Context: an optimization exercise on an open-source flow, tuned for small area. The choices shown serve that exercise and are no tape-out recipe.
Where RTL was checked, it was by simulation tests only, not by an equivalence proof against the original.
Only the layout flow was run in runs 3 to 5; the RTL was not checked for function there.
Power is estimated from default activity; no workload was simulated.

### run.sh
#!/bin/bash
# synth_recipe.tcl (not shown) runs the flow's synth.tcl, then flattens the netlist and writes it again
# the make line also repeats each setting of config.mk as NAME=value (left out here)
make -C /OpenROAD-flow-scripts/flow DESIGN_CONFIG=/design/flow/config.mk WORK_HOME=/design/flow/orfs CLKGATE_MAP_FILE= SYNTH_SCRIPT=/design/flow/synth_recipe.tcl finish
### constraint.sdc
create_clock -name core_clock -period 5.0 [get_ports {clk}]
set_input_delay 1.0000 -clock core_clock [delete_from_list [all_inputs] [get_ports {clk}]]
set_output_delay 1.0000 -clock core_clock [all_outputs]
set_load 0.01 [all_outputs]
### design.v
package reindeer_mm_timer_hub_pkg;
    localparam int XLEN       = 32;
    localparam int XLEN_BYTES = XLEN / 8;
    localparam int REG_MTIME_LO   = 0;
    localparam int REG_MTIME_HI   = 1;
    localparam int REG_PRESCALER  = 2;
    localparam int REG_IRQ_EN     = 3;
    localparam int REG_IRQ_STATUS = 4;
    localparam int CMP_BASE       = 8;
    localparam logic [0:0] ST_IDLE = 1'b0;
    localparam logic [0:0] ST_WAIT = 1'b1;
endpackage
import reindeer_mm_timer_hub_pkg::*;
module reindeer_mm_timer_hub
#(
    parameter int              NUM_CMP       = 8,
    parameter int              ADDR_BITS     = 16,
    parameter int              PRESCALE_BITS = 8,
    parameter int              WB_TIMEOUT    = 255,
    parameter logic [XLEN-1:0] ERR_WORD      = 32'hDEAD_BEEF
) (
    input  logic                  clk,
    input  logic                  reset_n,
    input  logic                  sync_reset,
    input  logic                  data_read_enable,
    input  logic [XLEN_BYTES-1:0] data_write_enable,
    input  logic [ADDR_BITS-1:0]  data_rw_addr,
    input  logic [XLEN-1:0]       data_write_word,
    output logic                  WB_RD_CYC_O,
    output logic                  WB_RD_STB_O,
    output logic [ADDR_BITS-1:0]  WB_RD_ADR_O,
    input  logic [XLEN-1:0]       WB_RD_DAT_I,
    input  logic                  WB_RD_ACK_I,
    output logic                  WB_WR_CYC_O,
    output logic                  WB_WR_STB_O,
    output logic                  WB_WR_WE_O,
    output logic [XLEN_BYTES-1:0] WB_WR_SEL_O,
    output logic [ADDR_BITS-1:0]  WB_WR_ADR_O,
    output logic [XLEN-1:0]       WB_WR_DAT_O,
    input  logic                  WB_WR_ACK_I,
    output logic                  enable_out,
    output logic [XLEN-1:0]       word_out,
    output logic                  write_busy,
    output logic                  bus_error,
    output logic [NUM_CMP-1:0]    timer_irq,
    output logic                  timer_triggered
);
    localparam logic [ADDR_BITS-1:0] LOCAL_TOP = ADDR_BITS'(7 + 2 * NUM_CMP);
    localparam int                   TMO_BITS  = $clog2(WB_TIMEOUT + 1);
    localparam logic [TMO_BITS-1:0]  TMO_LAST  = TMO_BITS'(WB_TIMEOUT - 1);
    localparam int                   NW        = 2 * NUM_CMP;
    logic                     clr;
    logic                     rd_busy, wr_busy;
    logic [TMO_BITS-1:0]      rd_timer, wr_timer;
    logic                     rd_done, wr_done, rd_start, rd_local;
    logic [PRESCALE_BITS-1:0] prescaler, count;
    logic                     tick;
    logic [NUM_CMP-1:0]       irq_en, cmp_hit;
    logic [XLEN-1:0]          cmpw [NW];
    logic [63:0]              mtime, mtime_inc;
    logic [XLEN-1:0]          local_rdata, wdat_clr;
    logic                     is_local, wr_accept, local_wr, ext_wr;
    logic                     lo_wr, hi_wr, presc_wr, irqen_wr;
    logic [4:0]               a;
    assign clr = !reset_n || sync_reset;
    assign a   = data_rw_addr[4:0];
    assign is_local  = (data_rw_addr <= LOCAL_TOP);
    assign wr_accept = (|data_write_enable) && !wr_busy && !sync_reset;
    assign local_wr  = wr_accept && is_local;
    assign ext_wr    = wr_accept && !is_local;
    assign lo_wr    = local_wr && a == 5'd0;
    assign hi_wr    = local_wr && a == 5'd1;
    assign presc_wr = local_wr && a == 5'd2;
    assign irqen_wr = local_wr && a == 5'd3;
    assign write_busy      = wr_busy || ext_wr;
    assign timer_irq       = cmp_hit & irq_en;
    assign timer_triggered = |timer_irq;
    assign WB_RD_CYC_O = rd_busy;
    assign WB_RD_STB_O = rd_busy;
    assign WB_WR_CYC_O = wr_busy;
    assign WB_WR_STB_O = wr_busy;
    assign WB_WR_WE_O  = wr_busy;
    assign tick = (count == prescaler);
    always_ff @(posedge clk) begin
        if (clr || presc_wr || tick) count <= '0;
        else                         count <= count + 1'b1;
    end
    always_ff @(posedge clk) begin
        if (clr) begin
            prescaler <= '0;
            irq_en    <= '0;
        end else begin
            if (presc_wr && data_write_enable[0]) prescaler <= data_write_word[PRESCALE_BITS-1:0];
            if (irqen_wr && data_write_enable[0]) irq_en    <= data_write_word[NUM_CMP-1:0];
        end
    end
    assign mtime_inc = mtime + {63'd0, tick && !lo_wr && !hi_wr};
    always_ff @(posedge clk) begin
        for (int b = 0; b < XLEN_BYTES; b++) begin
            if (clr)
                mtime[8*b +: 8] <= 8'd0;
            else if (lo_wr && data_write_enable[b])
                mtime[8*b +: 8] <= data_write_word[8*b +: 8];
            else
                mtime[8*b +: 8] <= mtime_inc[8*b +: 8];
            if (clr)
                mtime[32+8*b +: 8] <= 8'd0;
            else if (hi_wr && data_write_enable[b])
                mtime[32+8*b +: 8] <= data_write_word[8*b +: 8];
            else
                mtime[32+8*b +: 8] <= mtime_inc[32+8*b +: 8];
        end
    end
    function automatic logic ge64(input logic [63:0] x, input logic [63:0] y);
        logic c, g, p;
        c = 1'b1;
        for (int blk = 0; blk < 64 / 8; blk++) begin
            g = 1'b0;
            p = 1'b1;
            for (int i = 8 * blk; i < 8 * blk + 8; i++) begin
                g = (x[i] & ~y[i]) | ((x[i] | ~y[i]) & g);
                p = p & (x[i] | ~y[i]);
            end
            c = g | (p & c);
        end
        ge64 = c;
    endfunction
    assign wdat_clr = data_write_word | {XLEN{clr}};
    always_ff @(posedge clk) begin
        for (int j = 0; j < NW; j++) begin
            for (int b = 0; b < XLEN_BYTES; b++) begin
                if (clr || (local_wr && data_write_enable[b] && a == 5'(8 + j)))
                    cmpw[j][8*b +: 8] <= wdat_clr[8*b +: 8];
            end
        end
    end
    always_ff @(posedge clk or negedge reset_n) begin
        if (!reset_n) begin
            cmp_hit <= '0;
        end else begin
            for (int k = 0; k < NUM_CMP; k++)
                cmp_hit[k] <= !sync_reset && ge64(mtime, {cmpw[2*k+1], cmpw[2*k]});
        end
    end
    logic [NW-1:0] rsel_c;
    logic [4:0]    rsel_l;
    always_comb begin
        for (int j = 0; j < NW; j++) rsel_c[j] = (a == 5'(8 + j));
        for (int r = 0; r < 5; r++)  rsel_l[r] = (a == 5'(r));
        local_rdata = '0;
        for (int j = 0; j < NW; j++) local_rdata = local_rdata | (cmpw[j] & {XLEN{rsel_c[j]}});
        local_rdata = local_rdata | (mtime[31:0] & {XLEN{rsel_l[0]}}) | (mtime[63:32] & {XLEN{rsel_l[1]}});
        local_rdata[PRESCALE_BITS-1:0] = local_rdata[PRESCALE_BITS-1:0] | (prescaler & {PRESCALE_BITS{rsel_l[2]}});
        local_rdata[NUM_CMP-1:0] = local_rdata[NUM_CMP-1:0] | (irq_en & {NUM_CMP{rsel_l[3]}}) | (cmp_hit & {NUM_CMP{rsel_l[4]}});
    end
    assign rd_done  = rd_busy && (WB_RD_ACK_I || rd_timer == TMO_LAST);
    assign rd_start = !rd_busy && data_read_enable;
    assign rd_local = rd_start && is_local;
    always_ff @(posedge clk) begin
        if (rd_busy) rd_timer <= rd_timer + 1'b1;
        else         rd_timer <= '0;
    end
    always_ff @(posedge clk or negedge reset_n) begin
        if (!reset_n) begin
            rd_busy     <= 1'b0;
            enable_out  <= 1'b0;
            word_out    <= '0;
            WB_RD_ADR_O <= '0;
        end else if (sync_reset) begin
            rd_busy     <= 1'b0;
            enable_out  <= 1'b0;
            word_out    <= '0;
            WB_RD_ADR_O <= '0;
        end else begin
            enable_out <= rd_local || rd_done;
            if (rd_busy) rd_busy <= !rd_done;
            else         rd_busy <= data_read_enable && !is_local;
            if (rd_local)
                word_out <= local_rdata;
            else if (rd_done)
                word_out <= WB_RD_ACK_I ? WB_RD_DAT_I : ERR_WORD;
            if (rd_start && !is_local)
                WB_RD_ADR_O <= data_rw_addr;
        end
    end
    assign wr_done = wr_busy && (WB_WR_ACK_I || wr_timer == TMO_LAST);
    always_ff @(posedge clk) begin
        if (wr_busy) wr_timer <= wr_timer + 1'b1;
        else         wr_timer <= '0;
    end
    always_ff @(posedge clk or negedge reset_n) begin
        if (!reset_n) begin
            wr_busy     <= 1'b0;
            bus_error   <= 1'b0;
            WB_WR_SEL_O <= '0;
            WB_WR_ADR_O <= '0;
            WB_WR_DAT_O <= '0;
        end else if (sync_reset) begin
            wr_busy     <= 1'b0;
            bus_error   <= 1'b0;
            WB_WR_SEL_O <= '0;
            WB_WR_ADR_O <= '0;
            WB_WR_DAT_O <= '0;
        end else begin
            bus_error <= (rd_done && !WB_RD_ACK_I) || (wr_done && !WB_WR_ACK_I);
            if (wr_busy) wr_busy <= !wr_done;
            else         wr_busy <= ext_wr;
            if (ext_wr) begin
                WB_WR_SEL_O <= data_write_enable;
                WB_WR_ADR_O <= data_rw_addr;
                WB_WR_DAT_O <= data_write_word;
            end
        end
    end
endmodule
### config.mk
export PLATFORM = sky130hd
export DESIGN_NAME = reindeer_mm_timer_hub
export DESIGN_NICKNAME = reindeer_mm_timer_hub
export VERILOG_FILES = /design/flow/design.v
export SDC_FILE = /design/flow/constraint.sdc
export NUM_CORES = 4
export LEC_CHECK = 0
export ABC_AREA = 1
export CAP_MARGIN = 20
export CORE_MARGIN = 2
export CORE_UTILIZATION = 40
export SLEW_MARGIN = 20
==> impl_metrics.env, run 1 <==
export IMPL_worstPathRequired_ns=5.46
export IMPL_worstSetupPathType="flip-flop to flip-flop"
export IMPL_min_path_type="input pin to async pin"
export IMPL_dp_slack_ns=0.2427
export IMPL_post_route_drc_count=0
export IMPL_ys_ff_latch=728
export IMPL_clkTransAtPathRegs_ns=0.07
export IMPL_hold_violations=0
export IMPL_final_cell_mix="1,137 x nand2_1, 512 x edfxtp_1, 432 x inv_1"
export IMPL_min_period_ns=4.497
export IMPL_rrSetupSlack_ns=0.50
export IMPL_setup_viol=0
export IMPL_skew_ns=0.03979
export IMPL_clkSinkCount=728
export IMPL_slew_violations=0
export IMPL_die_h_microns=310.3
export IMPL_ios=207
export IMPL_row_count=112
export IMPL_use_met3_pct=9.542
export IMPL_gp_congestion=1.051
export IMPL_layout_drive_gt1_share_pct=9.079
export IMPL_ant_nets=0
export IMPL_cp_start_kind="flip-flop"
export IMPL_detail_route_vias_per_cell=6.212
export IMPL_grt_max_degree=91
export IMPL_timing_final_crit_share_pct=89.95
export IMPL_status="timing/DRC/antenna clean"
export IMPL_grt_pass1_wl_microns=238900
export IMPL_netlist_instances=4227
export IMPL_maxCapViolCount=0
export IMPL_async_flop_share_pct=15.38
export IMPL_busiest_layer="met2"
export IMPL_use_met2_pct=49.79
export IMPL_initial_core_util_pct=40.27
export IMPL_cts_setup_buffers=0
export IMPL_ir_drop_mv=0.2225
export IMPL_critPathArrivalTime_ns=4.96
export IMPL_holdBufCountCts=0
export IMPL_wire_per_inst_microns=29.40
export IMPL_port_buffers=206
export IMPL_fmax_ghz=0.2224
export IMPL_ctsResizeCount=0
export IMPL_drtPass1Iterations=14
export IMPL_cts_buffers=81
export IMPL_synth_seq_area_share_pct=53.99
export IMPL_place_hpwl_microns=122800
export IMPL_ys_flop_type="edfxtp_1"
export IMPL_fp_dieW_microns=310.3
export IMPL_core_area_sq_um=93190
export IMPL_use_met1_pct=46.85
export IMPL_antenna_found_initial=14
export IMPL_final_nets=4601
export IMPL_yosysUniqueCellTypes=63
export IMPL_grt_usage_pct=34.93
export IMPL_setup_slack_ns=0.5026
export IMPL_drtIter0Drc=5765
export IMPL_relSlewSlack_pct=22.60
export IMPL_synth_area_sq_um=37520
export IMPL_gr_total_overflow=0
export IMPL_h_tree_depth=3
export IMPL_syn_to_final_growth_pct=19.05
export IMPL_routed_wl_microns=171300
export IMPL_cts_tree="done"
export IMPL_cts_root_buf="clkbuf_16"
export IMPL_p_leak_nw=18.14
export IMPL_worst_pin_slew_ns=1.152
export IMPL_cts_max_path_buffers=3
export IMPL_rsz0062_at_grt="false"
export IMPL_insertion_delay_ns=0.67
export IMPL_power_density_nw_per_um2=332.2
export IMPL_crit_fanout=16
export IMPL_synth_edf_count=512
export IMPL_grt_pass1_vias=32820
export IMPL_layout_cells_most_common="nand2_1"
export IMPL_setup_tns_ns=0
export IMPL_syn_num_nets=4324
export IMPL_fp_dieArea_sq_um=96280
export IMPL_syn_area_per_cell_sq_um=8.877
export IMPL_endpoint_kind="flip-flop"
export IMPL_vias=36200
export IMPL_yosysWarnings=2
==> cell families after synthesis <==
group | share of synthesized area, %
simple gates | 19.86
compound gates | 16.85
flops | 53.99
buf+inv | 6.869
xor+xnor | 1.237
mux | 0.9603
fa+ha+maj | 0.2334
==> critical path: stages, from the launching register on <==
cell and delay, ns:
dfxtp_1 0.52, inv_1 0.42, o21ai_0 0.29, inv_1 0.06, nand2_1 0.06, nand2_1 0.04
nand2_1 0.08, nand2_1 0.06, nand2_1 0.08, nand2_1 0.05, nand2_1 0.08, nand2_1 0.13
nand2_1 0.30, nand2_1 0.08, nand2_1 0.22, nand2_1 0.09, nand2_1 0.17, nand2_1 0.09
nand2_1 0.19, nand2_1 0.07, nand2_1 0.27, nand2_1 0.10, nand2_1 0.20, nand2_1 0.08
a21oi_1 0.53
==> per-stage QoR <==
| stage | hold WS, ns | util (%) | area, sq um | total power, mW | instances |
|---|---|---|---|---|---|
| 2_1_floorplan | 0.4297 | - | 37520 | 7.832 | 4227 |
| 3_3_place_gp | 0.4493 | 44.96 | 41900 | 8.599 | 5675 |
| 3_5_place_dp | 0.4564 | 44.96 | 41900 | 8.604 | 5675 |
| 4_1_cts | 0.2561 | 47.93 | 44670 | 14.82 | 5825 |
| 5_1_grt | 0.2904 | 47.93 | 44670 | 15.24 | 5825 |
| 6_report | 0.2662 | 47.94 | 44670 | 14.84 | 5827 |
==> where the power goes <==
group	internal [mW]	leakage, nW	switching, mW
Sequential	6.92	7.13	0.371
Clock	3.68	1.37	2.63
Combinational	0.429	9.64	0.815
Total	11.0	18.1	3.81
==> flip-flops by register name (all words and copies together), names as in the netlist, 16 cells and up <==
register	flops
WB_WR_DAT_O	32
cmpw	512
mtime	64
WB_WR_ADR_O	16
word_out	32
WB_RD_ADR_O	16
==> routing by layer <==
metal	up-vias	share of wire, %
met5	-	0.026
met4	8	7.2
met3	548	14
met2	2816	41
met1	17240	38
li1	15590	-
==> worst paths after layout <==
path / start / end / depth (start not counted)
worst max-delay path: mtime[2] / cmp_hit[2] / 24
worst min-delay path: reset_n / WB_RD_ADR_O[0] / 1
worst max register to register: mtime[2] / cmp_hit[2] / 24
worst min register to register: wr_timer[0] / wr_timer[0] / 1
max in group asynchronous: reset_n / WB_WR_DAT_O[9] / 2
min in group core_clock: wr_timer[0] / wr_timer[0] / 1
==> layout make-up <==
cell class / instances / area [sq um]
antenna: 2 / 5.005
clock buffer: 104 / 2257
clock inverter: 46 / 515.5
fill: 8848 / 48520
inverter: 482 / 1812
multi-input combinational: 2824 / 14760
sequential: 728 / 20260
tap: 1254 / 1569
timing repair buffer: 387 / 3497
==> Yosys cell counts (4+ instances only) <==
library cell / n / area (sq um)
o21a_1: 4 / 30.03
clkinv_1: 40 / 150.1
inv_2: 9 / 33.78
nor3_1: 81 / 405.4
o31ai_1: 5 / 37.54
nor2_2: 10 / 62.56
buf_2: 10 / 50.05
o21bai_1: 8 / 60.06
edfxtp_1: 512 / 15370
o311ai_0: 18 / 157.7
clkbuf_1: 164 / 615.6
xor2_1: 51 / 446.7
a22oi_1: 14 / 105.1
or2_2: 14 / 87.58
a2111oi_0: 13 / 113.9
nand3_1: 180 / 900.9
a21oi_1: 121 / 605.6
nor2_1: 190 / 713.2
dfrtp_1: 112 / 2803
nand2_1: 1139 / 4275
dfxtp_1: 104 / 2082
o211ai_1: 25 / 187.7
nor3_2: 6 / 60.06
mux2_2: 32 / 360.4
a221oi_1: 69 / 604.3
a31oi_1: 35 / 219.0
ha_1: 7 / 87.58
a22o_1: 21 / 183.9
nand4_1: 79 / 494.2
o41ai_1: 7 / 61.31
o221ai_1: 95 / 832.1
buf_1: 11 / 41.29
o22ai_1: 160 / 1001
buf_4: 6 / 45.04
o21ai_0: 324 / 1622
nor4_1: 37 / 231.5
inv_1: 433 / 1625
a32o_1: 6 / 60.06
o2111ai_1: 29 / 254.0
a211oi_1: 11 / 82.58
==> run 2: changes to the inputs <==
==> flow/run.sh (new file) <==
#!/bin/bash
# Own layout flow: the standard ORFS flow (standard.sh, unchanged synthesis)
# with smaller port buffers, a clock tree without dummy loads built from
# clkbuf_8 sink clusters.
# Each tool's full output goes to a log file in this folder; ORFS also keeps
# its per-step logs under orfs/logs/.
set -euo pipefail
export BUFFER_PORTS_ARGS="-buffer_cell sky130_fd_sc_hd__buf_1"
export CTS_ARGS="-sink_clustering_enable -repair_clock_nets -dont_use_dummy_load -buf_list sky130_fd_sc_hd__clkbuf_8 -sink_clustering_size 20 -sink_clustering_max_diameter 50"

bash standard.sh finish > standard_flow.log 2>&1
==> standard.sh (new file) <==
#!/bin/bash
# synth_recipe.tcl (not shown) runs the flow's synth.tcl, then flattens the netlist and writes it again
# the make line also repeats each setting of config.mk as NAME=value (left out here)
make -C /OpenROAD-flow-scripts/flow DESIGN_CONFIG=/design/flow/config.mk WORK_HOME=/design/flow/orfs CLKGATE_MAP_FILE= SYNTH_SCRIPT=/design/flow/synth_recipe.tcl "${@:-finish}"
removed: run.sh
==> impl_metrics.env, run 2 <==
export IMPL_ios=207
export IMPL_layout_drive_gt1_share_pct=8.959
export IMPL_fp_dieW_microns=310.3
export IMPL_whs_ns=0.4450
export IMPL_synth_edf_count=512
export IMPL_final_cell_mix="1,137 x nand2_1, 512 x edfxtp_1, 432 x inv_1"
export IMPL_holdBufCountCts=0
export IMPL_row_count=112
export IMPL_worstSetupPathDepth=20
export IMPL_rsz0062_at_grt="false"
export IMPL_cp_cell_sequence="inv_1 -> nand2_1 -> o21ai_0 -> inv_1 -> nand3_1 -> o21ai_0 -> a21oi_1 -> nand2_1 -> nand2_1 -> nand2_1 -> nand2_1 -> nand2_1 -> nand2_1 -> nand2_1 -> nand2_1 -> nand2_1 -> nand2_1 -> nand2_1 -> nand2_1 -> a21oi_1"
export IMPL_grt_pass1_wl_microns=242500
export IMPL_post_route_drc_count=0
export IMPL_cts_buffers=94
export IMPL_grt_usage_pct=35.67
export IMPL_cts_setup_buffers=0
export IMPL_skew_ns=0.1169
export IMPL_layout_cells_most_common="nand2_1"
export IMPL_path_buf_inv=2
export IMPL_netlist_instances=4227
export IMPL_synth_top_area_share_pct=40.97
export IMPL_synth_area_sq_um=37520
export IMPL_crit_path_max_incr_delay_ns=0.50
export IMPL_grt_max_degree=113
export IMPL_regArea_sq_um=20260
export IMPL_clkSinkCount=728
export IMPL_ctsResizeCount=0
export IMPL_ys_ff_latch=728
export IMPL_drtPass1Iterations=6
export IMPL_worst_pin_slew_ns=1.104
export IMPL_multiInputGateArea_sq_um=14760
export IMPL_endpoint_kind="flip-flop"
export IMPL_slowest_stage="dfxtp_1"
export IMPL_initial_core_util_pct=40.27
export IMPL_h_tree_depth=3
export IMPL_p_leak_nw=17.04
export IMPL_timing_final_crit_share_pct=84.42
export IMPL_reg2reg_from="mtime[13]"
export IMPL_async_flop_share_pct=15.38
export IMPL_cts_max_path_buffers=3
export IMPL_yosys_area_top_type="edfxtp_1"
export IMPL_yosysUniqueCellTypes=63
export IMPL_syn_to_final_growth_pct=12.20
export IMPL_setup_slack_ns=0.7791
export IMPL_relSlewSlack_pct=24.47
export IMPL_maxCapViolCount=0
export IMPL_cp_start_kind="flip-flop"
export IMPL_setup_tns_ns=0
export IMPL_synth_seq_area_share_pct=53.99
export IMPL_core_area_sq_um=93190
export IMPL_wire_per_inst_microns=30.11
export IMPL_largest_register="cmpw"
export IMPL_synth_area_leaders="edfxtp_1 41%, nand2_1 11%, dfrtp_1 7.5%"
export IMPL_hold_violations=0
export IMPL_reg2reg_to="cmp_hit[4]"
export IMPL_yosysMostFrequentCell="nand2_1"
export IMPL_gp_congestion=1.038
export IMPL_fmax_ghz=0.2369
export IMPL_critPathMostFrequentCell="nand2_1"
export IMPL_die_h_microns=310.3
export IMPL_grt_pass1_vias=32760
export IMPL_post_place_cells=5703
export IMPL_routed_wl_microns=174800
export IMPL_fin_cells=5806
export IMPL_worstPathRequired_ns=5.60
export IMPL_power_density_nw_per_um2=290.8
export IMPL_fillers=9064
export IMPL_port_buffers=206
export IMPL_clkTransAtPathRegs_ns=0.09
export IMPL_top_regs="cmpw: 512 flops, mtime: 64 flops"
export IMPL_crit_fanout=10
export IMPL_fin_area_sq_um=42100
export IMPL_reg2reg_depth=20
export IMPL_fp_dieArea_sq_um=96280
export IMPL_ys_flop_type="edfxtp_1"
export IMPL_gr_total_overflow=0
export IMPL_vias=36180
export IMPL_final_nets=4642
export IMPL_insertion_delay_ns=0.81
export IMPL_synthTopCellsByCount="1,139 x nand2_1, 512 x edfxtp_1, 433 x inv_1"
export IMPL_place_hpwl_microns=125700
export IMPL_min_path_type="input pin to async pin"
export IMPL_utilization_pct=45.18
export IMPL_drtIter0Drc=6198
export IMPL_critPathArrivalTime_ns=4.82
export IMPL_cts_tree="done"
export IMPL_slew_violations=0
export IMPL_largest_reg_flops=512
export IMPL_syn_area_per_cell_sq_um=8.877
export IMPL_status="timing/DRC/antenna clean"
export IMPL_syn_num_nets=4324
export IMPL_ir_drop_mv=0.1603
export IMPL_ant_nets=0
export IMPL_yosysWarnings=2
export IMPL_dp_slack_ns=0.4607
export IMPL_rrSetupSlack_ns=0.78
export IMPL_power_mw=12.24
export IMPL_detail_route_vias_per_cell=6.231
export IMPL_min_period_ns=4.221
export IMPL_path_delay_family="simple AND/OR/NAND/NOR gates"
export IMPL_place_area_sq_um=40790
export IMPL_antenna_found_initial=13
export IMPL_worstSetupPathType="flip-flop to flip-flop"
export IMPL_setup_viol=0
export IMPL_cts_root_buf="clkbuf_8"
run 2: cell counts after synthesis:
Identical to the previous run, type by type.
run 2: kinds of logic after synthesis:
family,after synthesis,share of synthesized area (%)
xor gates and xnor gates,53,1.237
buffers and inverters,675,6.869
and+or+nand+nor,1756,19.86
muxes,32,0.9603
DFF,728,53.99
adders and majority gates,7,0.2334
AOI/OAI and AO/OA,976,16.85
run 2: cell type report:
class,instances,share of cell area [%]
Multi-Input combinational cell,2824,35.06
Tap cell,1254,3.727
Inverter,482,4.303
Timing Repair Buffer,415,5.661
Sequential cell,728,48.12
Antenna cell,9,0.05349
Clock buffer,94,3.073
run 2: worst reg2reg max path, cell delays in order, from the launching register on:
cell and delay, ns:
dfxtp_1 0.50, inv_1 0.28, nand2_1 0.12, o21ai_0 0.08
inv_1 0.08, nand3_1 0.09, o21ai_0 0.19, a21oi_1 0.08
nand2_1 0.36, nand2_1 0.10, nand2_1 0.26, nand2_1 0.10
nand2_1 0.27, nand2_1 0.09, nand2_1 0.27, nand2_1 0.09
nand2_1 0.24, nand2_1 0.10, nand2_1 0.24, nand2_1 0.10
a21oi_1 0.44
run 2: worst max path at each step:
stage / startpoint / endpoint / slack, ns
after global routing: prescaler[0] / mtime[58] / 0.80
final: mtime[13] / cmp_hit[4] / 0.78
after CTS: mtime[2] / cmp_hit[6] / 1.04
after detailed placement: data_rw_addr[4] / mtime[60] / 0.46
after floorplan: data_write_enable[0] / mtime[60] / 1.34
after global placement: data_write_enable[0] / mtime[60] / 0.52
run 2: metal layers:
layer	wire length (microns)	track usage, %	vias to the layer above
li1	-	-	15600
met1	67880	48.32	17200
met2	70410	50.18	2791
met3	23710	9.583	576
met4	12770	23.05	10
met5	65	0	-
run 2: power by group:
part           internal [mW]  switching, mW  total [mW]  leakage (nW)
registers               6.92          0.382        7.30          7.13
clock network           1.65           2.16        3.81         0.676
logic                  0.308          0.821        1.13          9.24
==> run 3: changes to the inputs <==
--- a/design.v
+++ b/design.v
@@ -142,16 +142,20 @@
                 cmp_hit[k] <= !sync_reset && ge64(mtime, {cmpw[2*k+1], cmpw[2*k]});
         end
     end
-    logic [NW-1:0] rsel_c;
-    logic [4:0]    rsel_l;
     always_comb begin
-        for (int j = 0; j < NW; j++) rsel_c[j] = (a == 5'(8 + j));
-        for (int r = 0; r < 5; r++)  rsel_l[r] = (a == 5'(r));
-        local_rdata = '0;
-        for (int j = 0; j < NW; j++) local_rdata = local_rdata | (cmpw[j] & {XLEN{rsel_c[j]}});
-        local_rdata = local_rdata | (mtime[31:0] & {XLEN{rsel_l[0]}}) | (mtime[63:32] & {XLEN{rsel_l[1]}});
-        local_rdata[PRESCALE_BITS-1:0] = local_rdata[PRESCALE_BITS-1:0] | (prescaler & {PRESCALE_BITS{rsel_l[2]}});
-        local_rdata[NUM_CMP-1:0] = local_rdata[NUM_CMP-1:0] | (irq_en & {NUM_CMP{rsel_l[3]}}) | (cmp_hit & {NUM_CMP{rsel_l[4]}});
+        if (a[4] || a[3]) begin
+            local_rdata = cmpw[{a[4], a[2:0]}];
+        end else begin
+            local_rdata = '0;
+            case (a[2:0])
+                3'd0: local_rdata = mtime[31:0];
+                3'd1: local_rdata = mtime[63:32];
+                3'd2: local_rdata[PRESCALE_BITS-1:0] = prescaler;
+                3'd3: local_rdata[NUM_CMP-1:0] = irq_en;
+                3'd4: local_rdata[NUM_CMP-1:0] = cmp_hit;
+                default: local_rdata = '0;
+            endcase
+        end
     end
     assign rd_done  = rd_busy && (WB_RD_ACK_I || rd_timer == TMO_LAST);
     assign rd_start = !rd_busy && data_read_enable;
==> run.sh (new file) <==
#!/bin/bash
# synth_recipe.tcl (not shown) runs the flow's synth.tcl, then flattens the netlist and writes it again
# the make line also repeats each setting of config.mk as NAME=value (left out here)
make -C /OpenROAD-flow-scripts/flow DESIGN_CONFIG=/design/flow/config.mk WORK_HOME=/design/flow/orfs CLKGATE_MAP_FILE= SYNTH_SCRIPT=/design/flow/synth_recipe.tcl finish
removed: flow/run.sh
removed: standard.sh
==> impl_metrics.env, run 3 <==
export IMPL_worstSetupPathType="flip-flop to flip-flop"
export IMPL_worst_pin_slew_ns=1.240
export IMPL_fmax_ghz=0.2295
export IMPL_synth_area_leaders="edfxtp_1 40%, nand2_1 12%, dfrtp_1 7.3%"
export IMPL_setup_slack_ns=0.6422
export IMPL_maxCapViolCount=0
export IMPL_synth_area_sq_um=38340
export IMPL_min_period_ns=4.358
export IMPL_h_tree_depth=3
export IMPL_initial_core_util_pct=40.36
export IMPL_endpoint_kind="flip-flop"
export IMPL_timing_final_crit_share_pct=87.16
export IMPL_post_route_drc_count=0
export IMPL_fin_cells=6079
export IMPL_synth_edf_count=512
export IMPL_yosysWarnings=2
export IMPL_synth_simple_gate_area_share_pct=20.94
export IMPL_final_nets=4832
export IMPL_routed_wl_microns=191800
export IMPL_synthTopCellsByCount="1,188 x nand2_1, 512 x edfxtp_1, 470 x inv_1"
export IMPL_synth_top_area_share_pct=40.10
export IMPL_final_cell_mix="1,187 x nand2_1, 512 x edfxtp_1, 469 x inv_1"
export IMPL_yosysMostFrequentCell="nand2_1"
export IMPL_setup_tns_ns=0
export IMPL_cts_root_buf="clkbuf_16"
export IMPL_ys_ff_latch=728
export IMPL_dp_slack_ns=0.2189
export IMPL_die_h_microns=313.6
export IMPL_yosys_area_top_type="edfxtp_1"
export IMPL_ant_nets=0
export IMPL_fp_dieW_microns=313.6
export IMPL_netlist_instances=4405
export IMPL_holdBufCountCts=0
export IMPL_drtPass1Iterations=8
export IMPL_insertion_delay_ns=0.69
export IMPL_place_area_sq_um=43090
export IMPL_min_path_type="input pin to async pin"
export IMPL_layout_drive_gt1_share_pct=10.84
export IMPL_place_hpwl_microns=143100
export IMPL_gp_congestion=1.066
export IMPL_cts_tree="done"
export IMPL_synth_seq_area_share_pct=52.84
export IMPL_power_mw=15.34
export IMPL_antenna_found_initial=16
export IMPL_slew_violations=0
export IMPL_core_area_sq_um=95010
export IMPL_layout_cells_most_common="nand2_1"
export IMPL_largest_register="cmpw"
export IMPL_status="timing/DRC/antenna clean"
export IMPL_worstPathRequired_ns=5.54
export IMPL_power_density_nw_per_um2=333.4
export IMPL_multiInputGateArea_sq_um=15290
export IMPL_grt_usage_pct=37.93
export IMPL_skew_ns=0.03650
export IMPL_detail_route_vias_per_cell=6.248
export IMPL_port_buffers=206
export IMPL_clkTransAtPathRegs_ns=0.07
export IMPL_syn_num_nets=4502
export IMPL_post_place_cells=5914
export IMPL_crit_fanout=17
export IMPL_cts_setup_buffers=0
export IMPL_cp_start_kind="flip-flop"
export IMPL_critPathArrivalTime_ns=4.90
export IMPL_gr_total_overflow=0
export IMPL_row_count=113
export IMPL_top_regs="cmpw: 512 flops, mtime: 64 flops"
export IMPL_utilization_pct=48.43
export IMPL_synth_adder_area_share_pct=0.2284
export IMPL_muxShareOfSynthArea_pct=0.9398
export IMPL_yosysUniqueCellTypes=64
export IMPL_ys_flop_type="edfxtp_1"
export IMPL_wire_per_inst_microns=31.55
export IMPL_cts_max_path_buffers=3
export IMPL_hold_violations=0
export IMPL_grt_max_degree=86
export IMPL_clkSinkCount=728
export IMPL_setup_viol=0
export IMPL_fin_area_sq_um=46020
export IMPL_fillers=9124
export IMPL_syn_to_final_growth_pct=20.01
export IMPL_whs_ns=0.4250
export IMPL_vias=37980
export IMPL_ios=207
export IMPL_ir_drop_mv=0.3198
export IMPL_p_leak_nw=18.89
export IMPL_drtIter0Drc=6079
export IMPL_synth_top_family_by_area="simple AND/OR/NAND/NOR gates"
export IMPL_reg2reg_depth=20
export IMPL_cts_buffers=84
export IMPL_async_flop_share_pct=15.38
export IMPL_synth_compound_area_share_pct=16.84
export IMPL_regArea_sq_um=20260
export IMPL_synthXorXnorAreaFrac_pct=0.8680
export IMPL_syn_area_per_cell_sq_um=8.705
export IMPL_grt_pass1_wl_microns=264100
export IMPL_largest_reg_flops=512
export IMPL_rsz0062_at_grt="false"
export IMPL_relSlewSlack_pct=17.15
export IMPL_fp_dieArea_sq_um=98350
export IMPL_grt_pass1_vias=34360
export IMPL_ctsResizeCount=0
run 3: cell count changes after synthesis, sizes merged, moves of 19 or more:
| cell | previous run | this run |
|---|---|---|
| nand2 | 1140 | 1196 |
| inv | 442 | 491 |
| o21ai | 325 | 354 |
| nand3 | 183 | 204 |
| buf | 28 | 47 |
run 3: worst max-delay path, cell delays in order, from the launching register on:
cell	delay, ns
dfxtp_1	0.71
inv_2	0.39
nand2_1	0.14
nand2_1	0.05
inv_1	0.07
nand3_1	0.07
nor3_1	0.15
nand2_1	0.07
nand2_1	0.26
nand2_1	0.08
nand2_1	0.24
nand2_1	0.09
nand2_1	0.23
nand2_1	0.08
nand2_1	0.28
nand2_1	0.10
nand2_1	0.24
nand2_1	0.09
nand2_1	0.34
nand2_1	0.10
a21oi_1	0.39
run 3: cell type report:
type                       instances  area share [%]
tap                             1265           3.440
clock inverter                    43           1.055
sequential                       728           44.03
multi-input combinational       2945           33.23
clock buffer                     114           5.261
inverter                         523           4.272
timing repair buffer             453           8.668
antenna                            8         0.04350
run 3: logic make-up after synthesis:
family / after synthesis
muxes: 32
adders and majority gates: 7
and+or+nand+nor: 1863
xor gates and xnor gates: 38
buffers and inverters: 732
DFF: 728
AOI/OAI and AO/OA: 1005
run 3: worst paths after layout:
check,startpoint,end,slack (ns)
setup / recovery,mtime[13],cmp_hit[3],0.64
hold / removal,reset_n,bus_error,0.42
setup reg to reg,mtime[13],cmp_hit[3],0.64
hold reg to reg,rd_timer[0],rd_timer[0],0.47
max in group asynchronous,reset_n,WB_WR_DAT_O[13],3.12
min in group core_clock,rd_timer[0],rd_timer[0],0.47
run 3: per-layer routing:
layer | up-vias | part of all wire [%] | track usage (%)
li1 | 16260 | - | -
met1 | 18270 | 38 | 49.85
met2 | 2826 | 42 | 55.51
met3 | 617 | 12 | 10.26
met4 | 10 | 7.3 | 23.66
met5 | - | 0.033 | 0
run 3: report_power, final:
| part | switching (mW) | total (mW) | internal (mW) |
|---|---|---|---|
| Clock | 2.71 | 6.54 | 3.84 |
| Combinational | 1.01 | 1.50 | 0.495 |
| Sequential | 0.377 | 7.30 | 6.92 |
| Total | 4.09 | 15.3 | 11.3 |
==> run 4: changes to the inputs <==
--- a/config.mk
+++ b/config.mk
@@ -6,7 +6,9 @@
 export NUM_CORES = 4
 export LEC_CHECK = 0
 export ABC_AREA = 1
-export CAP_MARGIN = 20
+export CAP_MARGIN = 5
 export CORE_MARGIN = 2
 export CORE_UTILIZATION = 40
-export SLEW_MARGIN = 20
+export CTS_BUF_LIST = sky130_fd_sc_hd__clkbuf_4
+export GPL_TIMING_DRIVEN = 0
+export SLEW_MARGIN = 5
==> impl_metrics.env, run 4 <==
export IMPL_seqPwrFrac_pct=50.2
export IMPL_synth_top_area_share_pct=40.10
export IMPL_hold_violations=0
export IMPL_timing_final_crit_share_pct=109.4
export IMPL_detail_route_vias_per_cell=6.431
export IMPL_syn_to_final_growth_pct=17.68
export IMPL_fp_dieW_microns=313.6
export IMPL_crit_fanout=11
export IMPL_fp_dieArea_sq_um=98350
export IMPL_syn_num_nets=4502
export IMPL_layout_drive_gt1_share_pct=10.92
export IMPL_gr_total_overflow=0
export IMPL_setup_slack_ns=-0.4678
export IMPL_skew_ns=0.09980
export IMPL_grt_max_degree=86
export IMPL_layout_cells_most_common="nand2_1"
export IMPL_synth_area_leaders="edfxtp_1 40%, nand2_1 12%, dfrtp_1 7.3%"
export IMPL_worst_pin_slew_ns=1.618
export IMPL_utilization_pct=47.49
export IMPL_so_violations="max-capacitance violations, max-slew violations, negative setup slack"
export IMPL_drtIter0Drc=7342
export IMPL_swShare_pct=29.51
export IMPL_insertion_delay_ns=1.21
export IMPL_fmax_ghz=0.1829
export IMPL_vias=40550
export IMPL_multiInputGateArea_sq_um=15300
export IMPL_regArea_sq_um=20260
export IMPL_yosysUniqueCellTypes=64
export IMPL_post_route_drc_count=0
export IMPL_cp_start_kind="input pin"
export IMPL_clkSinkCount=728
export IMPL_setup_tns_ns=-23.11
export IMPL_port_buffers=205
export IMPL_final_nets=4950
export IMPL_synthTopCellsByCount="1,188 x nand2_1, 512 x edfxtp_1, 470 x inv_1"
export IMPL_cts_root_buf="clkbuf_4"
export IMPL_yosysWarnings=2
export IMPL_core_area_sq_um=95010
export IMPL_status="complete, but fails checks"
export IMPL_rsz0062_at_grt="true"
export IMPL_slew_violations=45
export IMPL_grt_pass1_vias=36270
export IMPL_internal_power_mw=10.32
export IMPL_row_count=113
export IMPL_min_path_type="input pin to async pin"
export IMPL_grt_pass1_wl_microns=297200
export IMPL_synth_area_sq_um=38340
export IMPL_clkTransAtPathRegs_ns=0.07
export IMPL_wire_per_inst_microns=35.58
export IMPL_maxCapViolCount=5
export IMPL_cts_max_path_buffers=3
export IMPL_combPwrFrac_pct=10.8
export IMPL_antenna_found_initial=30
export IMPL_p_switching_mw=4.320
export IMPL_routed_wl_microns=224300
export IMPL_endpoint_kind="flip-flop"
export IMPL_ant_nets=0
export IMPL_relSlewSlack_pct=-7.874
export IMPL_final_cell_mix="1,186 x nand2_1, 512 x edfxtp_1, 468 x inv_1"
export IMPL_largest_reg_flops=512
export IMPL_p_leak_nw=18.48
export IMPL_synth_seq_area_share_pct=52.84
export IMPL_pwr_share_clk_pct=39.0
export IMPL_gp_congestion=1.109
export IMPL_ys_ff_latch=728
export IMPL_ios=207
export IMPL_syn_area_per_cell_sq_um=8.705
export IMPL_largest_register="cmpw"
export IMPL_ys_flop_type="edfxtp_1"
export IMPL_yosys_area_top_type="edfxtp_1"
export IMPL_h_tree_depth=4
export IMPL_top_regs="cmpw: 512 flops, mtime: 64 flops"
export IMPL_min_period_ns=5.468
export IMPL_grt_usage_pct=44.42
export IMPL_worstSetupPathType="input pin to flip-flop"
export IMPL_power_density_nw_per_um2=324.5
export IMPL_fillers=9508
export IMPL_drtPass1Iterations=10
export IMPL_place_hpwl_microns=167400
export IMPL_die_h_microns=313.6
export IMPL_cts_tree="done"
export IMPL_cts_buffers=198
export IMPL_worstPathRequired_ns=6.06
export IMPL_async_flop_share_pct=15.38
export IMPL_critPathArrivalTime_ns=6.52
export IMPL_netlist_instances=4405
export IMPL_ir_drop_mv=0.2299
export IMPL_yosysMostFrequentCell="nand2_1"
export IMPL_setup_viol=181
export IMPL_initial_core_util_pct=40.36
export IMPL_synth_edf_count=512
==> run 4: cell types whose count changed in the layout (fill, tap and decap cells not counted), sizes merged <==
cell,change
clkinv,+31
dlymetal6s2s,+1
clkdlybuf4s50,-2
diode,+12
dlygate4sd3,+1
clkdlybuf4s15,+1
bufinv,-4
clkinvlp,+4
buf,-160
inv,-6
clkbuf,+348
==> run 4: final timing paths <==
check                                 from               to  slack, ns  cells after the start
setup / recovery           data_rw_addr[1]     word_out[11]      -0.47                     12
hold / removal                     reset_n  WB_RD_ADR_O[10]       0.32                      2
setup reg to reg                   wr_busy        mtime[52]       0.01                     19
hold reg to reg                rd_timer[0]      rd_timer[0]       0.47                      1
max in group asynchronous          reset_n     word_out[21]       3.93                      3
min in group core_clock        WB_RD_ACK_I     word_out[20]       0.41                      5
==> run 4: critical path, cell delays in order <==
cell and delay [ns]:
clkdlybuf4s50_1 0.52, inv_1 0.08, nor2_1 0.87, nand2_2 0.74, inv_1 0.75, buf_2 0.66, a221oi_1 0.21, o2111ai_1 0.13
nor2_1 0.15, o211ai_1 0.91, o311ai_0 0.29, o21ai_0 0.14
==> run 4: cells by family (layout without fill, tap and decap cells) <==
group,after synthesis,after routing,share of synthesized area (%)
other,0,20,0
adder cells (fa/ha/maj),7,7,0.2284
buffers and inverters,732,1347,7.352
XOR/XNOR,38,38,0.8680
AND/OR/NAND/NOR,1863,1863,20.94
multiplexers,32,32,0.9398
AO/OA/AOI/OAI,1005,1005,16.84
flip-flops,728,728,52.84
==> run 4: through the flow <==
step | setup WS [ns] | hold WS [ns] | std cells | power (mW) | area [sq um]
2_1_floorplan | 1.301 | 0.4295 | 4405 | 7.929 | 38340
3_3_place_gp | -4.404 | 0.4458 | 5875 | 8.896 | 41980
3_5_place_dp | -1.619 | 0.4515 | 5910 | 8.918 | 42320
4_1_cts | 0.01628 | 0.2432 | 6278 | 14.55 | 44990
5_1_grt | -0.03456 | 0.2886 | 6292 | 15.03 | 45090
6_report | -0.4678 | 0.3163 | 6305 | 14.64 | 45120
==> run 4: cell type report <==
class	count	share of cell area (%)
Antenna cell	20	0.1109
Buffer	208	1.933
Clock buffer	299	4.974
Clock inverter	68	0.8762
Inverter	523	4.356
Multi-Input combinational cell	2945	33.90
Sequential cell	728	44.90
Tap cell	1265	3.508
Timing Repair Buffer	249	5.446
==> run 4: power groups by stage <==
stage	Clock, mW	Combinational (mW)	Sequential [mW]
6_report	5.72	1.58	7.35
5_1_grt	6.06	1.61	7.36
4_1_cts	5.75	1.49	7.31
3_5_place_dp	0	1.48	7.44
3_3_place_gp	0	1.45	7.44
2_1_floorplan	0	0.657	7.27
==> run 4: routing by layer <==
metal  up-vias  routed length (microns)  track usage, %
li1      16650                        -               -
met1     19550                    82960           57.02
met2      3557                    89300           60.99
met3       779                    32720           16.59
met4        18                    19200           32.33
met5         -                      124               0
==> run 4: what timing repair did <==
| action | 4_1_cts | 5_1_grt |
|---|---|---|
| pin swaps | 0 | 3 |
| resized for setup | 18 | 7 |
| hold buffers | 1 | 0 |
| setup endpoints to repair | 101 | 51 |
| buffers inserted | 0 | 5 |
| endpoints found under the hold margin | 28 | 0 |
==> run 5: changes to the inputs <==
--- a/design.v
+++ b/design.v
@@ -56,8 +56,11 @@
     logic [PRESCALE_BITS-1:0] prescaler, count;
     logic                     tick;
     logic [NUM_CMP-1:0]       irq_en, cmp_hit;
-    logic [XLEN-1:0]          cmpw [NW];
-    logic [63:0]              mtime, mtime_inc;
+    logic [XLEN-1:0]          ncmpw [NW];   
+    logic [63:0]              mtime, mtime_inc, mtime_d;
+    logic [6:0]               ones;
+    logic [7:0]               bcin;
+    logic                     mtime_up;
     logic [XLEN-1:0]          local_rdata, wdat_clr;
     logic                     is_local, wr_accept, local_wr, ext_wr;
     logic                     lo_wr, hi_wr, presc_wr, irqen_wr;
@@ -94,43 +97,50 @@
             if (irqen_wr && data_write_enable[0]) irq_en    <= data_write_word[NUM_CMP-1:0];
         end
     end
-    assign mtime_inc = mtime + {63'd0, tick && !lo_wr && !hi_wr};
-    always_ff @(posedge clk) begin
+    assign mtime_up = tick && !lo_wr && !hi_wr;
+    always_comb begin
+        bcin[0] = mtime_up;
+        for (int b = 1; b < 8; b++) bcin[b] = bcin[b-1] && ones[b-1];
+        for (int b = 0; b < 8; b++) mtime_inc[8*b +: 8] = mtime[8*b +: 8] + {7'd0, bcin[b]};
         for (int b = 0; b < XLEN_BYTES; b++) begin
             if (clr)
-                mtime[8*b +: 8] <= 8'd0;
+                mtime_d[8*b +: 8] = 8'd0;
             else if (lo_wr && data_write_enable[b])
-                mtime[8*b +: 8] <= data_write_word[8*b +: 8];
+                mtime_d[8*b +: 8] = data_write_word[8*b +: 8];
             else
-                mtime[8*b +: 8] <= mtime_inc[8*b +: 8];
+                mtime_d[8*b +: 8] = mtime_inc[8*b +: 8];
             if (clr)
-                mtime[32+8*b +: 8] <= 8'd0;
+                mtime_d[32+8*b +: 8] = 8'd0;
             else if (hi_wr && data_write_enable[b])
-                mtime[32+8*b +: 8] <= data_write_word[8*b +: 8];
+                mtime_d[32+8*b +: 8] = data_write_word[8*b +: 8];
             else
-                mtime[32+8*b +: 8] <= mtime_inc[32+8*b +: 8];
-        end
-    end
-    function automatic logic ge64(input logic [63:0] x, input logic [63:0] y);
+                mtime_d[32+8*b +: 8] = mtime_inc[32+8*b +: 8];
+        end
+    end
+    always_ff @(posedge clk) begin
+        mtime <= mtime_d;
+        for (int b = 0; b < 7; b++) ones[b] <= &mtime_d[8*b +: 8];
+    end
+    function automatic logic ge64(input logic [63:0] x, input logic [63:0] ny);
         logic c, g, p;
         c = 1'b1;
         for (int blk = 0; blk < 64 / 8; blk++) begin
             g = 1'b0;
             p = 1'b1;
             for (int i = 8 * blk; i < 8 * blk + 8; i++) begin
-                g = (x[i] & ~y[i]) | ((x[i] | ~y[i]) & g);
-                p = p & (x[i] | ~y[i]);
+                g = (x[i] & ny[i]) | ((x[i] | ny[i]) & g);
+                p = p & (x[i] | ny[i]);
             end
             c = g | (p & c);
         end
         ge64 = c;
     endfunction
-    assign wdat_clr = data_write_word | {XLEN{clr}};
+    assign wdat_clr = ~data_write_word & ~{XLEN{clr}};
     always_ff @(posedge clk) begin
         for (int j = 0; j < NW; j++) begin
             for (int b = 0; b < XLEN_BYTES; b++) begin
                 if (clr || (local_wr && data_write_enable[b] && a == 5'(8 + j)))
-                    cmpw[j][8*b +: 8] <= wdat_clr[8*b +: 8];
+                    ncmpw[j][8*b +: 8] <= wdat_clr[8*b +: 8];
             end
         end
     end
@@ -139,23 +149,19 @@
             cmp_hit <= '0;
         end else begin
             for (int k = 0; k < NUM_CMP; k++)
-                cmp_hit[k] <= !sync_reset && ge64(mtime, {cmpw[2*k+1], cmpw[2*k]});
-        end
-    end
+                cmp_hit[k] <= !sync_reset && ge64(mtime, {ncmpw[2*k+1], ncmpw[2*k]});
+        end
+    end
+    logic [NW-1:0] rsel_c;
+    logic [4:0]    rsel_l;
     always_comb begin
-        if (a[4] || a[3]) begin
-            local_rdata = cmpw[{a[4], a[2:0]}];
-        end else begin
-            local_rdata = '0;
-            case (a[2:0])
-                3'd0: local_rdata = mtime[31:0];
-                3'd1: local_rdata = mtime[63:32];
-                3'd2: local_rdata[PRESCALE_BITS-1:0] = prescaler;
-                3'd3: local_rdata[NUM_CMP-1:0] = irq_en;
-                3'd4: local_rdata[NUM_CMP-1:0] = cmp_hit;
-                default: local_rdata = '0;
-            endcase
-        end
+        for (int j = 0; j < NW; j++) rsel_c[j] = (a == 5'(8 + j));
+        for (int r = 0; r < 5; r++)  rsel_l[r] = (a == 5'(r));
+        local_rdata = '0;
+        for (int j = 0; j < NW; j++) local_rdata = local_rdata | (~ncmpw[j] & {XLEN{rsel_c[j]}});
+        local_rdata = local_rdata | (mtime[31:0] & {XLEN{rsel_l[0]}}) | (mtime[63:32] & {XLEN{rsel_l[1]}});
+        local_rdata[PRESCALE_BITS-1:0] = local_rdata[PRESCALE_BITS-1:0] | (prescaler & {PRESCALE_BITS{rsel_l[2]}});
+        local_rdata[NUM_CMP-1:0] = local_rdata[NUM_CMP-1:0] | (irq_en & {NUM_CMP{rsel_l[3]}}) | (cmp_hit & {NUM_CMP{rsel_l[4]}});
     end
     assign rd_done  = rd_busy && (WB_RD_ACK_I || rd_timer == TMO_LAST);
     assign rd_start = !rd_busy && data_read_enable;
==> flow/run.sh (new file) <==
#!/bin/bash
# Own layout flow: the standard ORFS flow (standard.sh, unchanged synthesis)
# with the combinational logic re-mapped for area after floorplan
# (flow/restructure.tcl), smaller port buffers, and a clock tree without
# dummy loads built from clkbuf_8 sink clusters.
# Each tool's full output goes to a log file in this folder; ORFS also keeps
# its per-step logs under orfs/logs/.
set -euo pipefail
here=$(pwd)
export RMP_DIR="$here/rmp"
export POST_FLOORPLAN_TCL="$here/flow/restructure.tcl"
export BUFFER_PORTS_ARGS="-buffer_cell sky130_fd_sc_hd__buf_1"
export CTS_ARGS="-sink_clustering_enable -repair_clock_nets -dont_use_dummy_load -buf_list sky130_fd_sc_hd__clkbuf_8 -sink_clustering_size 20 -sink_clustering_max_diameter 50"
bash standard.sh finish > standard_flow.log 2>&1
==> flow/restructure.tcl (new file) <==
# POST_FLOORPLAN hook: re-map the combinational logic of the standard
# synthesis for area with OpenROAD's restructure (ABC). Registers are not
# touched; placement and the later repair steps fix slew and timing.
# restructure maps to every cell of the liberty file it is given, so it gets
# a copy without the cells the platform marks don't-use.
set src [lindex $::env(LIB_FILES) 0]
file mkdir $::env(RMP_DIR)
set lib $::env(RMP_DIR)/restructure_cells.lib
set dont_use {}
foreach pat $::env(DONT_USE_CELLS) { lappend dont_use $pat }
set in [open $src r]
set out [open $lib w]
set skip 0
set depth 0
while {[gets $in line] >= 0} {
  if {!$skip && [regexp {^\s*cell\s*\(\s*"?([A-Za-z0-9_]+)"?\s*\)} $line -> name]} {
    foreach pat $dont_use {
      if {[string match $pat $name]} { set skip 1; set depth 0; break }
    }
  }
  if {$skip} {
    incr depth [expr {[string length $line] - [string length [string map {"\{" ""} $line]]}]
    incr depth [expr {[string length [string map {"\}" ""} $line]] - [string length $line]}]
    if {$depth <= 0 && [string first "\}" $line] >= 0} { set skip 0 }
    continue
  }
  puts $out $line
}
close $in
close $out
puts "Area before restructure: [sta::format_area [rsz::design_area] 0]"
restructure -target area -liberty_file $lib \
  -tielo_port sky130_fd_sc_hd__conb_1/LO -tiehi_port sky130_fd_sc_hd__conb_1/HI \
  -work_dir $::env(RMP_DIR) -abc_logfile $::env(RMP_DIR)/abc.log
puts "Area after restructure: [sta::format_area [rsz::design_area] 0]"
foreach inst [get_cells *] {
  set m [get_property [get_lib_cells -of_objects $inst] name]
  foreach pat $dont_use {
    if {[string match $pat $m]} { error "restructure placed don't-use cell $m" }
  }
}
==> standard.sh (new file) <==
#!/bin/bash
# synth_recipe.tcl (not shown) runs the flow's synth.tcl, then flattens the netlist and writes it again
# the make line also repeats each setting of config.mk as NAME=value (left out here)
make -C /OpenROAD-flow-scripts/flow DESIGN_CONFIG=/design/flow/config.mk WORK_HOME=/design/flow/orfs CLKGATE_MAP_FILE= SYNTH_SCRIPT=/design/flow/synth_recipe.tcl "${@:-finish}"
--- a/config.mk
+++ b/config.mk
@@ -6,9 +6,7 @@
 export NUM_CORES = 4
 export LEC_CHECK = 0
 export ABC_AREA = 1
-export CAP_MARGIN = 5
+export CAP_MARGIN = 20
 export CORE_MARGIN = 2
 export CORE_UTILIZATION = 40
-export CTS_BUF_LIST = sky130_fd_sc_hd__clkbuf_4
-export GPL_TIMING_DRIVEN = 0
-export SLEW_MARGIN = 5
+export SLEW_MARGIN = 20
removed: run.sh
==> impl_metrics.env, run 5 <==
export IMPL_synth_edf_count=512
export IMPL_cts_tree="done"
export IMPL_power_density_nw_per_um2=306.2
export IMPL_antenna_found_initial=6
export IMPL_final_cell_mix="545 x o22ai_1, 512 x edfxtp_1, 341 x clkinv_1"
export IMPL_slew_violations=0
export IMPL_ys_flop_type="edfxtp_1"
export IMPL_fin_area_sq_um=39360
export IMPL_yosysUniqueCellTypes=70
export IMPL_pwr_share_clk_pct=30.9
export IMPL_place_area_sq_um=38020
export IMPL_drtPass1Iterations=13
export IMPL_port_buffers=206
export IMPL_skew_ns=0.1122
export IMPL_cts_root_buf="clkbuf_8"
export IMPL_synth_top_area_share_pct=40.69
export IMPL_ys_ff_latch=735
export IMPL_post_place_cells=4682
export IMPL_gp_congestion=1.006
export IMPL_slowest_stage="a222oi_1"
export IMPL_grt_pass1_wl_microns=207400
export IMPL_layout_cells_most_common="o22ai_1"
export IMPL_synth_area_leaders="edfxtp_1 41%, nand2_1 8.5%, dfrtp_1 7.4%"
export IMPL_routed_wl_microns=146700
export IMPL_syn_to_final_growth_pct=4.166
export IMPL_swShare_pct=26.40
export IMPL_row_count=112
export IMPL_ir_drop_mv=0.2031
export IMPL_initial_core_util_pct=40.42
export IMPL_setup_viol=1
export IMPL_endpoint_kind="flip-flop"
export IMPL_hold_violations=0
export IMPL_yosysMostFrequentCell="nand2_1"
export IMPL_syn_num_nets=4374
export IMPL_cp_start_kind="flip-flop"
export IMPL_core_area_sq_um=93470
export IMPL_p_leak_nw=12.83
export IMPL_clkSinkCount=735
export IMPL_synth_seq_area_share_pct=53.99
export IMPL_relSlewSlack_pct=16.42
export IMPL_grt_max_degree=75
export IMPL_timing_final_crit_share_pct=100.3
export IMPL_worst_pin_slew_ns=1.252
export IMPL_combPwrFrac_pct=7.4
export IMPL_rsz0062_at_grt="true"
export IMPL_cts_buffers=92
export IMPL_whs_ns=0.4122
export IMPL_async_flop_share_pct=15.24
export IMPL_yosys_area_top_type="edfxtp_1"
export IMPL_detail_route_vias_per_cell=6.805
export IMPL_ios=207
export IMPL_final_nets=3614
export IMPL_holdBufCountCts=0
export IMPL_power_mw=12.05
export IMPL_fp_dieArea_sq_um=96940
export IMPL_setup_slack_ns=-0.01545
export IMPL_grt_usage_pct=28.94
export IMPL_p_switching_mw=3.181
export IMPL_gr_total_overflow=0
export IMPL_synthTopCellsByCount="859 x nand2_1, 512 x edfxtp_1, 491 x nor2_1"
export IMPL_drtIter0Drc=6390
export IMPL_status="complete, but fails checks"
export IMPL_worstPathRequired_ns=5.59
export IMPL_syn_area_per_cell_sq_um=8.863
export IMPL_crit_path_max_incr_delay_ns=0.52
export IMPL_fp_dieW_microns=311.3
export IMPL_internal_power_mw=8.871
export IMPL_critPathArrivalTime_ns=5.61
export IMPL_dp_slack_ns=-0.4870
export IMPL_post_route_drc_count=0
export IMPL_seqPwrFrac_pct=61.7
export IMPL_min_path_type="input pin to async pin"
export IMPL_grt_pass1_vias=29500
export IMPL_yosysWarnings=2
export IMPL_die_h_microns=311.3
export IMPL_min_period_ns=5.015
export IMPL_cp_cell_sequence="buf_4 -> buf_4 -> a222oi_1 -> a2bb2oi_1 -> o21ai_0 -> a222oi_1 -> o221a_2 -> o221a_1 -> o221a_1 -> nor2_1 -> a211oi_1 -> buf_4 -> nor2_1 -> a211oi_1 -> buf_4 -> nor2_1 -> a211oi_2 -> buf_4 -> nor4_1 -> a211oi_1 -> buf_4 -> nor2_1"
export IMPL_netlist_instances=4263
export IMPL_insertion_delay_ns=0.78
export IMPL_so_violations="negative setup slack"
export IMPL_vias=32520
export IMPL_fmax_ghz=0.1994
export IMPL_wire_per_inst_microns=30.70
export IMPL_crit_fanout=15
export IMPL_top_regs="ncmpw: 512 flops, mtime: 64 flops"
export IMPL_largest_reg_flops=512
export IMPL_ant_nets=0
export IMPL_layout_drive_gt1_share_pct=11.13
export IMPL_fin_cells=4779
export IMPL_critPathMostFrequentCell="buf_4"
export IMPL_worstSetupPathType="flip-flop to flip-flop"
export IMPL_synth_area_sq_um=37780
export IMPL_largest_register="ncmpw"
export IMPL_cts_max_path_buffers=3
export IMPL_clkTransAtPathRegs_ns=0.11
export IMPL_maxCapViolCount=0
export IMPL_h_tree_depth=3
export IMPL_place_hpwl_microns=101900
==> run 5: cell types whose count changed in the layout (fill, tap and decap cells not counted), sizes merged, moves of 91 or more <==
cell | previous run | this run
a22oi | 0 | 107
buf | 88 | 449
clkbuf | 462 | 93
clkdlybuf4s50 | 203 | 0
clkinv | 89 | 341
inv | 492 | 3
nand2 | 1196 | 91
nand3 | 204 | 10
o21ai | 354 | 199
o22ai | 173 | 545
or4 | 1 | 92
==> run 5: power groups by stage <==
stage          sequential, mW  clock [mW]  combinational, mW
3_3_place_gp             7.53           0              0.851
2_1_floorplan            7.32           0              0.559
3_5_place_dp             7.53           0              0.857
6_report                 7.44        3.73              0.887
4_1_cts                  7.40        3.77              0.860
5_1_grt                  7.45        3.99              0.937
==> run 5: worst paths after layout <==
| kind | from | end | slack, ns | depth (start not counted) |
|---|---|---|---|---|
| setup / recovery | mtime[3] | cmp_hit[3] | -0.02 | 22 |
| min in group core_clock | irq_en[6] | irq_en[6] | 0.46 | 2 |
| hold reg to reg | irq_en[6] | irq_en[6] | 0.46 | 2 |
| setup reg to reg | mtime[3] | cmp_hit[3] | -0.02 | 22 |
| max in group asynchronous | reset_n | word_out[8] | 3.28 | 3 |
| hold / removal | reset_n | WB_WR_DAT_O[24] | 0.41 | 2 |
==> run 5: routing by layer <==
metal	routed length [microns]	track usage, %	part of all wire [%]
met1	55210	39.00	38
met2	60890	41.93	41
met3	22520	9.204	15
met4	8075	14.09	5.5
met5	36	0	0.025
==> run 5: cell families after synthesis <==
logic type	count (synthesis)	share of synthesized area (%)
muxes	32	0.9537
DFF	735	53.99
adders and majority gates	21	0.6954
buffers and inverters	718	7.600
AOI/OAI and AO/OA	1023	17.01
and+or+nand+nor	1682	18.54
xor gates and xnor gates	52	1.205
==> run 5: layout make-up <==
type                    count  area (sq um)
diodes                      3         7.507
clock buffers              92          1266
fillers                  8954         54110
inverters                 344          1294
multi-input cells        1901         12190
flip-flops and latches    735         20400
well taps                1254          1569
repair buffers            450          2638
==> run 5: metrics by stage <==
step | setup TNS, ns | utilization, %
4_1_cts | 0 | 42.03
6_report | -0.01545 | 42.11
2_1_floorplan | 0 | -
3_3_place_gp | -3.120 | 40.67
3_5_place_dp | -3.667 | 40.67
5_1_grt | -0.009142 | 42.11
==> run 5: worst max-delay path, delay by kind of cell, from the launching register on <==
family / cells / cell delay [ns]
buffers and inverters: 6 / 1.10
AO/OA/AOI/OAI: 11 / 3.20
flip-flops: 1 / 0.33
AND/OR/NAND/NOR: 5 / 0.29
==> run 5: repair_timing <==
| item | CTS | global route |
|---|---|---|
| buffers inserted | 0 | 2 |
| endpoints found under the setup margin | 0 | 13 |
| resized for setup | 0 | 12 |
==> run 6: changes to the inputs <==
--- a/design.v
+++ b/design.v
@@ -122,18 +122,27 @@
         for (int b = 0; b < 7; b++) ones[b] <= &mtime_d[8*b +: 8];
     end
     function automatic logic ge64(input logic [63:0] x, input logic [63:0] ny);
-        logic c, g, p;
-        c = 1'b1;
-        for (int blk = 0; blk < 64 / 8; blk++) begin
-            g = 1'b0;
-            p = 1'b1;
+        logic [7:0] g, p;
+        logic [3:0] g1, p1;
+        logic [1:0] g2, p2;
+        for (int blk = 0; blk < 8; blk++) begin
+            g[blk] = 1'b0;
+            p[blk] = 1'b1;
             for (int i = 8 * blk; i < 8 * blk + 8; i++) begin
-                g = (x[i] & ny[i]) | ((x[i] | ny[i]) & g);
-                p = p & (x[i] | ny[i]);
+                g[blk] = (x[i] & ny[i]) | ((x[i] | ny[i]) & g[blk]);
+                p[blk] = p[blk] & (x[i] | ny[i]);
             end
-            c = g | (p & c);
-        end
-        ge64 = c;
+        end
+        g[0] = g[0] | p[0];   
+        for (int i = 0; i < 4; i++) begin
+            g1[i] = g[2*i+1] | (p[2*i+1] & g[2*i]);
+            p1[i] = p[2*i+1] & p[2*i];
+        end
+        for (int i = 0; i < 2; i++) begin
+            g2[i] = g1[2*i+1] | (p1[2*i+1] & g1[2*i]);
+            p2[i] = p1[2*i+1] & p1[2*i];
+        end
+        ge64 = g2[1] | (p2[1] & g2[0]);
     endfunction
     assign wdat_clr = ~data_write_word & ~{XLEN{clr}};
     always_ff @(posedge clk) begin
--- a/config.mk
+++ b/config.mk
@@ -8,5 +8,7 @@
 export ABC_AREA = 1
 export CAP_MARGIN = 20
 export CORE_MARGIN = 2
-export CORE_UTILIZATION = 40
+export CORE_UTILIZATION = 55
+export PLACE_DENSITY = 0.7
+export SETUP_SLACK_MARGIN = 0.2
 export SLEW_MARGIN = 20
==> impl_metrics.env, run 6 <==
export IMPL_relSlewSlack_pct=18.37
export IMPL_regArea_sq_um=20400
export IMPL_port_buffers=206
export IMPL_multiInputGateArea_sq_um=12160
export IMPL_yosysMostFrequentCell="nand2_1"
export IMPL_largest_reg_flops=512
export IMPL_worstPathRequired_ns=5.58
export IMPL_setup_viol=0
export IMPL_critPathMostFrequentCell="clkinv_1"
export IMPL_power_mw=11.87
export IMPL_crit_fanout=4
export IMPL_clkSinkCount=735
export IMPL_min_from="rd_timer[7]"
export IMPL_wire_per_inst_microns=35.84
export IMPL_hold_violations=0
export IMPL_h_tree_depth=3
export IMPL_cts_setup_buffers=0
export IMPL_use_met1_pct=54.69
export IMPL_cts_max_path_buffers=3
export IMPL_yosys_area_top_type="edfxtp_1"
export IMPL_slew_violations=0
export IMPL_insertion_delay_ns=0.74
export IMPL_ir_drop_mv=0.2140
export IMPL_cts_root_buf="clkbuf_8"
export IMPL_synth_area_sq_um=37570
export IMPL_crit_path_max_incr_delay_ns=0.34
export IMPL_syn_num_nets=4384
export IMPL_fp_dieW_microns=265.4
export IMPL_layout_cells_most_common="edfxtp_1"
export IMPL_critPathArrivalTime_ns=5.14
export IMPL_syn_area_per_cell_sq_um=8.793
export IMPL_grt_pass1_vias=30430
export IMPL_synth_seq_area_share_pct=54.29
export IMPL_vias=32510
export IMPL_grt_pass1_wl_microns=215800
export IMPL_async_flop_share_pct=15.24
export IMPL_skew_ns=0.08452
export IMPL_reg2reg_from="prescaler[3]"
export IMPL_clkTransAtPathRegs_ns=0.10
export IMPL_final_cell_mix="512 x edfxtp_1, 492 x o22ai_1, 322 x clkinv_1"
export IMPL_drtIter0Drc=5898
export IMPL_synth_top_area_share_pct=40.92
export IMPL_yosysWarnings=2
export IMPL_worstSetupPathType="flip-flop to flip-flop"
export IMPL_netlist_instances=4273
export IMPL_maxCapViolCount=0
export IMPL_ant_nets=0
export IMPL_post_route_drc_count=0
export IMPL_timing_final_crit_share_pct=91.30
export IMPL_largest_register="ncmpw"
export IMPL_holdBufCountCts=0
export IMPL_endpoint_kind="flip-flop"
export IMPL_die_h_microns=265.4
export IMPL_gr_total_overflow=0
export IMPL_ys_ff_latch=735
export IMPL_syn_to_final_growth_pct=2.211
export IMPL_row_count=95
export IMPL_busiest_layer="met2"
export IMPL_fillers=5752
export IMPL_gp_congestion=1.035
export IMPL_place_hpwl_microns=108600
export IMPL_grt_max_degree=64
export IMPL_detail_route_vias_per_cell=7.589
export IMPL_drtPass1Iterations=10
export IMPL_p_leak_nw=12.91
export IMPL_grt_usage_pct=42.54
export IMPL_cp_start_kind="flip-flop"
export IMPL_synth_area_leaders="edfxtp_1 41%, nand2_1 8.3%, dfrtp_1 7.5%"
export IMPL_initial_core_util_pct=55.75
export IMPL_ctsResizeCount=0
export IMPL_status="timing/DRC/antenna clean"
export IMPL_whs_ns=0.4681
export IMPL_setup_tns_ns=0
export IMPL_synthTopCellsByCount="831 x nand2_1, 608 x nor2_1, 512 x edfxtp_1"
export IMPL_cts_tree="done"
export IMPL_layout_drive_gt1_share_pct=9.480
export IMPL_ys_flop_type="edfxtp_1"
export IMPL_synth_edf_count=512
export IMPL_crit_start="prescaler[3]"
export IMPL_routed_wl_microns=153500
export IMPL_antenna_found_initial=7
export IMPL_use_met2_pct=64.89
export IMPL_rsz0062_at_grt="true"
export IMPL_min_path_type="flip-flop to flip-flop"
export IMPL_yosysUniqueCellTypes=57
export IMPL_cts_buffers=82
export IMPL_core_area_sq_um=67400
export IMPL_worst_pin_slew_ns=1.223
export IMPL_fmax_ghz=0.2190
export IMPL_min_period_ns=4.565
export IMPL_rrSetupSlack_ns=0.43
export IMPL_power_density_nw_per_um2=309.1
export IMPL_ios=207
export IMPL_fp_dieArea_sq_um=70420
export IMPL_top_regs="ncmpw: 512 flops, mtime: 64 flops"
export IMPL_slowest_stage="nor4_1"
export IMPL_use_met3_pct=11.72
export IMPL_final_nets=3499
run 6: final cells by class:
| cell class | instances | area share, % |
|---|---|---|
| Timing Repair Buffer | 408 | 6.233 |
| Antenna cell | 3 | 0.01955 |
| Multi-Input combinational cell | 1857 | 31.67 |
| Sequential cell | 735 | 53.12 |
| Clock buffer | 82 | 2.939 |
| Inverter | 325 | 3.180 |
| Tap cell | 873 | 2.844 |
run 6: worst paths after layout:
kind,cells past startpoint,end
max,26,ones[5]
min,2,rd_timer[7]
max reg2reg,26,ones[5]
min reg2reg,2,rd_timer[7]
max in group asynchronous,3,WB_WR_ADR_O[12]
min in group asynchronous,2,WB_WR_DAT_O[2]
run 6: cells by family (layout without fill, tap and decap cells):
group           count (synthesis)  count (layout)  share of synthesized area (%)
simple gates                 1880             543                          21.16
compound gates                954            1313                          15.54
flops                         735             735                          54.29
buf+inv                       601             815                          6.191
xor+xnor                       50               1                          1.166
mux                            32               0                         0.9591
fa+ha+maj                      21               0                         0.6993
other cells                     0               3                              0
run 6: critical path: cells and delay by family (launching register included):
| kind | cells | cell delay, ns |
|---|---|---|
| AO/OA/AOI/OAI | 4 | 0.73 |
| flip-flops | 1 | 0.33 |
| AND/OR/NAND/NOR | 13 | 2.28 |
| buffers and inverters | 9 | 1.08 |
run 6: metrics by stage:
step | worst slack, ns | std cells | cell area (sq um) | utilization (%)
after floorplan | 1.517 | 4273 | 37570 | -
after global placement | -0.1484 | 4198 | 37230 | 55.24
after detailed placement | -0.1346 | 4198 | 37230 | 55.24
after CTS | 0.5415 | 4280 | 38360 | 56.91
after global routing | 0.1921 | 4281 | 38400 | 56.97
final | 0.4348 | 4283 | 38400 | 56.98
run 6: where the power goes:
group / switching [mW] / internal [mW] / total, mW
Combinational: 0.612 / 0.277 / 0.889
Clock: 2.09 / 1.45 / 3.54
Sequential: 0.470 / 6.97 / 7.44
Total: 3.17 / 8.70 / 11.9
run 6: per-layer routing:
layer | part of all wire, % | vias to the layer above | wire [microns]
li1 | - | 13150 | -
met1 | 36 | 15910 | 54740
met2 | 44 | 2863 | 67670
met3 | 14 | 579 | 20850
met4 | 6.6 | 6 | 10200
met5 | 0.023 | - | 36

Setup slack of run 6, layout unchanged: 0.435 ns with ideal ports, 0.435 ns with driving cells assumed (clock clkbuf_16, inputs buf_2), -0.202 ns with port delays also shifted by the 0.760 ns mid clock arrival.
